This is an optimization exercise on Yosys and OpenROAD, whose aim is small area and a short achievable clock period, not a production implementation. RTL that was checked went through simulation tests only; none was proved equivalent to the original.

Design rob_top, start of the top module:
module rob_top (
    input  logic                clk,
    input  logic                rst,
    input  logic                dispatch_valid,
    output logic                dispatch_ready,
    output rob_pkg::rob_idx_t   dispatch_idx,
    input  isa_pkg::word_t      dispatch_pc,
    input  isa_pkg::inst_kind_e dispatch_kind,
    input  logic                dispatch_predicted_taken,
    input  isa_pkg::word_t      dispatch_branch_target,
    input  isa_pkg::areg_t      dispatch_dest_areg,
    input  rob_pkg::preg_t      dispatch_dest_preg,
    input  logic                cdb_valid,
    input  rob_pkg::rob_idx_t   cdb_rob_idx,
    input  isa_pkg::word_t      cdb_data,
    output logic                commit_valid,
    input  logic                commit_ready,
    output isa_pkg::word_t      commit_pc,
    output isa_pkg::word_t      commit_result,
    output isa_pkg::areg_t      commit_dest_areg,
    output rob_pkg::preg_t      commit_dest_preg,
    output logic                redirect_valid,
    output isa_pkg::word_t      redirect_target
);
For scale: roughly 3200 cells after synthesis, about 0.052 mm^2 of cells after synthesis.
==> module rob_top, before the edit <==
module rob_top (
    input  logic                clk,
    input  logic                rst,
    input  logic                dispatch_valid,
    output logic                dispatch_ready,
    output rob_pkg::rob_idx_t   dispatch_idx,
    input  isa_pkg::word_t      dispatch_pc,
    input  isa_pkg::inst_kind_e dispatch_kind,
    input  logic                dispatch_predicted_taken,
    input  isa_pkg::word_t      dispatch_branch_target,
    input  isa_pkg::areg_t      dispatch_dest_areg,
    input  rob_pkg::preg_t      dispatch_dest_preg,
    input  logic                cdb_valid,
    input  rob_pkg::rob_idx_t   cdb_rob_idx,
    input  isa_pkg::word_t      cdb_data,
    output logic                commit_valid,
    input  logic                commit_ready,
    output isa_pkg::word_t      commit_pc,
    output isa_pkg::word_t      commit_result,
    output isa_pkg::areg_t      commit_dest_areg,
    output rob_pkg::preg_t      commit_dest_preg,
    output logic                redirect_valid,
    output isa_pkg::word_t      redirect_target
);
    localparam int D  = 16;
    localparam int XW = 32;
    localparam int AW = 5;
    localparam int PW = 6;
    localparam int IW = 4;
    localparam int SW = XW + AW + PW + 2;    
    localparam int F  = D - 1;               
    logic [IW-1:0]  hp;         
    logic [IW-1:0]  hp1;        
    logic [IW-1:0]  tail;
    logic [IW-1:0]  fr, fw;     
    logic [IW:0]    count;
    logic           empty, one, full;    
    logic           jal_pend;   
    logic [XW-1:0]  jal_tgt;    
    logic [F-1:0][SW-1:0] f_st;    
    logic [D-1:0][XW-1:0] s_res;
    logic [D-1:0]         s_done;
    logic [SW-1:0]  h_st;
    logic [XW-1:0]  h_res;
    logic           h_done;
    logic           h_mpv;
    logic [SW-1:0]  h_st_n;
    logic [XW-1:0]  h_res_n;
    logic           h_done_n;
    logic [D-1:0]   nsel, csel;
    logic [F-1:0]   fsel, fwsel;
    logic [SW-1:0]  n_st, d_st;
    logic [XW-1:0]  n_res, target;
    logic           n_done;
    logic [1:0]     h_mc, d_mc;
    logic           c_head, c_next;
    logic           commit_fire, flush, dispatch_fire;
    logic           d_jal0;
    logic [IW:0]    count_n;
    assign h_mc = h_st[1:0];
    assign commit_valid     = h_done;
    assign commit_pc        = h_st[SW-1 -: XW];
    assign commit_dest_areg = h_st[PW+2 +: AW];
    assign commit_dest_preg = h_st[2 +: PW];
    assign commit_result    = h_res;
    assign commit_fire    = h_done && commit_ready;
    assign flush          = h_mpv && commit_ready;
    assign dispatch_ready = !full && !flush;
    assign dispatch_fire  = dispatch_valid && dispatch_ready;
    assign dispatch_idx   = tail;
    assign d_jal0 = (dispatch_kind == isa_pkg::KIND_JAL) && !dispatch_predicted_taken;
    assign d_mc   = {((dispatch_kind == isa_pkg::KIND_BRANCH) && !dispatch_predicted_taken) || d_jal0,
                     ((dispatch_kind == isa_pkg::KIND_BRANCH) &&  dispatch_predicted_taken) || d_jal0};
    assign d_st   = {dispatch_pc, dispatch_dest_areg, dispatch_dest_preg, d_mc};
    always_comb begin
        n_st   = '0;
        n_res  = '0;
        n_done = 1'b0;
        for (int i = 0; i < F; i++) begin
            fsel[i] = (fr == IW'(i));
            n_st   = n_st   | ({SW{fsel[i]}} & f_st[i]);
        end
        for (int i = 0; i < D; i++) begin
            nsel[i] = (hp1 == IW'(i));
            n_res  = n_res  | ({XW{nsel[i]}} & s_res[i]);
            n_done = n_done | (nsel[i] & s_done[i]);
        end
    end
    assign c_head = cdb_valid && (cdb_rob_idx == hp);
    assign c_next = cdb_valid && (cdb_rob_idx == hp1);
    always_comb begin
        count_n = count;
        case ({dispatch_fire, commit_fire})
            2'b10:   count_n = count + 1'b1;
            2'b01:   count_n = count - 1'b1;
            default: count_n = count;
        endcase
        if (flush) begin
            count_n = '0;
        end
    end
    always_ff @(posedge clk) begin
        if (rst) begin
            hp             <= '0;
            hp1            <= IW'(1);
            tail           <= '0;
            fr             <= '0;
            fw             <= '0;
            count          <= '0;
            empty          <= 1'b1;
            one            <= 1'b0;
            full           <= 1'b0;
            redirect_valid <= 1'b0;
            jal_pend       <= 1'b0;
        end else begin
            redirect_valid <= flush;
            count          <= count_n;
            empty          <= (count_n == '0);
            one            <= (count_n == (IW+1)'(1));
            full           <= count_n[IW];
            if (commit_fire) begin
                hp  <= hp1;
                hp1 <= hp1 + 1'b1;
            end
            if (flush) begin
                tail     <= hp1;
                fr       <= '0;
                fw       <= '0;
                jal_pend <= 1'b0;
            end else begin
                if (commit_fire && !one) begin
                    fr <= (fr == IW'(F-1)) ? '0 : fr + 1'b1;
                end
                if (dispatch_fire && !empty && !(one && commit_fire)) begin
                    fw <= (fw == IW'(F-1)) ? '0 : fw + 1'b1;
                end
                if (dispatch_fire) begin
                    tail <= tail + 1'b1;
                end
                if (dispatch_fire && d_jal0) begin
                    jal_pend <= 1'b1;
                end
            end
        end
    end
    always_ff @(posedge clk) begin
        if (dispatch_valid && !full && d_jal0 && !jal_pend) begin
            jal_tgt <= dispatch_branch_target;
        end
    end
    assign target = (h_mc == 2'b11) ? jal_tgt :
                    h_res[0]        ? {h_res[XW-1:1], 1'b0} :
                                      h_st[SW-1 -: XW] + XW'(4);
    always_ff @(posedge clk) begin
        redirect_target <= target;
    end
    always_comb begin
        h_st_n = h_st;
        if (empty || commit_fire) begin
            h_st_n = (empty || one) ? d_st : n_st;
        end
        h_res_n = h_res;
        if (commit_fire) begin
            h_res_n = (c_next && !n_done) ? cdb_data : n_res;
        end else if (c_head && !h_done) begin
            h_res_n = cdb_data;
        end
        h_done_n = h_done;
        if (rst || flush || empty) begin
            h_done_n = 1'b0;
        end else if (commit_fire) begin
            h_done_n = !one && (c_next || n_done);
        end else if (c_head) begin
            h_done_n = 1'b1;
        end
    end
    always_ff @(posedge clk) begin
        h_st   <= h_st_n;
        h_res  <= h_res_n;
        h_done <= h_done_n;
        h_mpv  <= h_done_n && (h_res_n[0] ? h_st_n[1] : h_st_n[0]);
    end
    always_comb begin
        for (int i = 0; i < F; i++) begin
            fwsel[i] = (fw == IW'(i)) && !full;
        end
    end
    always_ff @(posedge clk) begin
        for (int i = 0; i < F; i++) begin
            if (fwsel[i]) begin
                f_st[i] <= d_st;
            end
        end
    end
    always_comb begin
        for (int i = 0; i < D; i++) begin
            csel[i] = cdb_valid && (cdb_rob_idx == IW'(i));
        end
    end
    always_ff @(posedge clk) begin
        for (int i = 0; i < D; i++) begin
            if ((tail == IW'(i)) && !full) begin
                s_done[i] <= 1'b0;
            end else if (csel[i]) begin
                s_done[i] <= 1'b1;
            end
            if (csel[i] && !s_done[i]) begin
                s_res[i] <= cdb_data;
            end
        end
    end
endmodule
export LEC_CHECK = 0
export CAP_MARGIN = 20
export CORE_MARGIN = 2
export CORE_UTILIZATION = 55
export SETUP_SLACK_MARGIN = 2.0
export SLEW_MARGIN = 20
create_clock -name core_clock -period 4.5 [get_ports {clk}]
run.sh (not shown) runs the stock make flow with config.mk's settings and CLKGATE_MAP_FILE= SYNTH_SCRIPT=/design/flow/synth_recipe.tcl, a recipe that flattens the netlist after the stock synthesis.
Change:
--- a/flow/design.v
+++ b/flow/design.v
@@ -59,5 +59,4 @@
     logic           empty, one, full;    
     logic           jal_pend;   
-    logic [XW-1:0]  jal_tgt;    
     logic [F-1:0][SW-1:0] f_st;    
     logic [D-1:0][XW-1:0] s_res;
@@ -166,14 +165,11 @@
         end
     end
-    always_ff @(posedge clk) begin
-        if (dispatch_valid && !full && d_jal0 && !jal_pend) begin
-            jal_tgt <= dispatch_branch_target;
-        end
-    end
-    assign target = (h_mc == 2'b11) ? jal_tgt :
-                    h_res[0]        ? {h_res[XW-1:1], 1'b0} :
-                                      h_st[SW-1 -: XW] + XW'(4);
-    always_ff @(posedge clk) begin
-        redirect_target <= target;
+    assign target = h_res[0] ? {h_res[XW-1:1], 1'b0} : h_st[SW-1 -: XW] + XW'(4);
+    always_ff @(posedge clk) begin
+        if (flush && (h_mc != 2'b11)) begin
+            redirect_target <= target;
+        end else if (dispatch_valid && !full && d_jal0 && !jal_pend) begin
+            redirect_target <= dispatch_branch_target;
+        end
     end
     always_comb begin
The new run went through all stages and came out clean; clock-buffer cell count went down by 20; core utilization went down by 0.82 points; non-clock buffer count went down by 55; synthesized area went down slightly; via count went down by a few percent.
Function not checked in the first run of this note: the RTL went through the layout flow alone.

==> afterwards: timing with drivers on the ports <==
How much do the figures lean on ideal ports? The routed layouts below were timed once more, with nothing changed but the port constraints.
Step 1 sets driving cells, clkbuf_16 on the clock port and buf_2 on the other inputs (assumed; they add their load-dependent delay and slew).
Step 2, shift: input delay + t, output delay - t, t = (earliest + latest rising clock arrival at the registers) / 2. This alone moves slack from input paths to output paths.
a / b / c = ideal ports / drivers / drivers and shift; a / b = the first two.
run	t, ns	slack for setup (ns)	slew at the worst register clock pin (ns)
the first run	0.827	1.905 / 1.905 / 1.243	0.07 / 0.07
the second run	0.806	1.981 / 1.964 / 1.295	0.06 / 0.06
After both steps setup and hold are still met in every run listed. For the second run, which loses most, drivers alone change the setup slack by -0.017 ns; drivers and shift together by -0.686 ns.
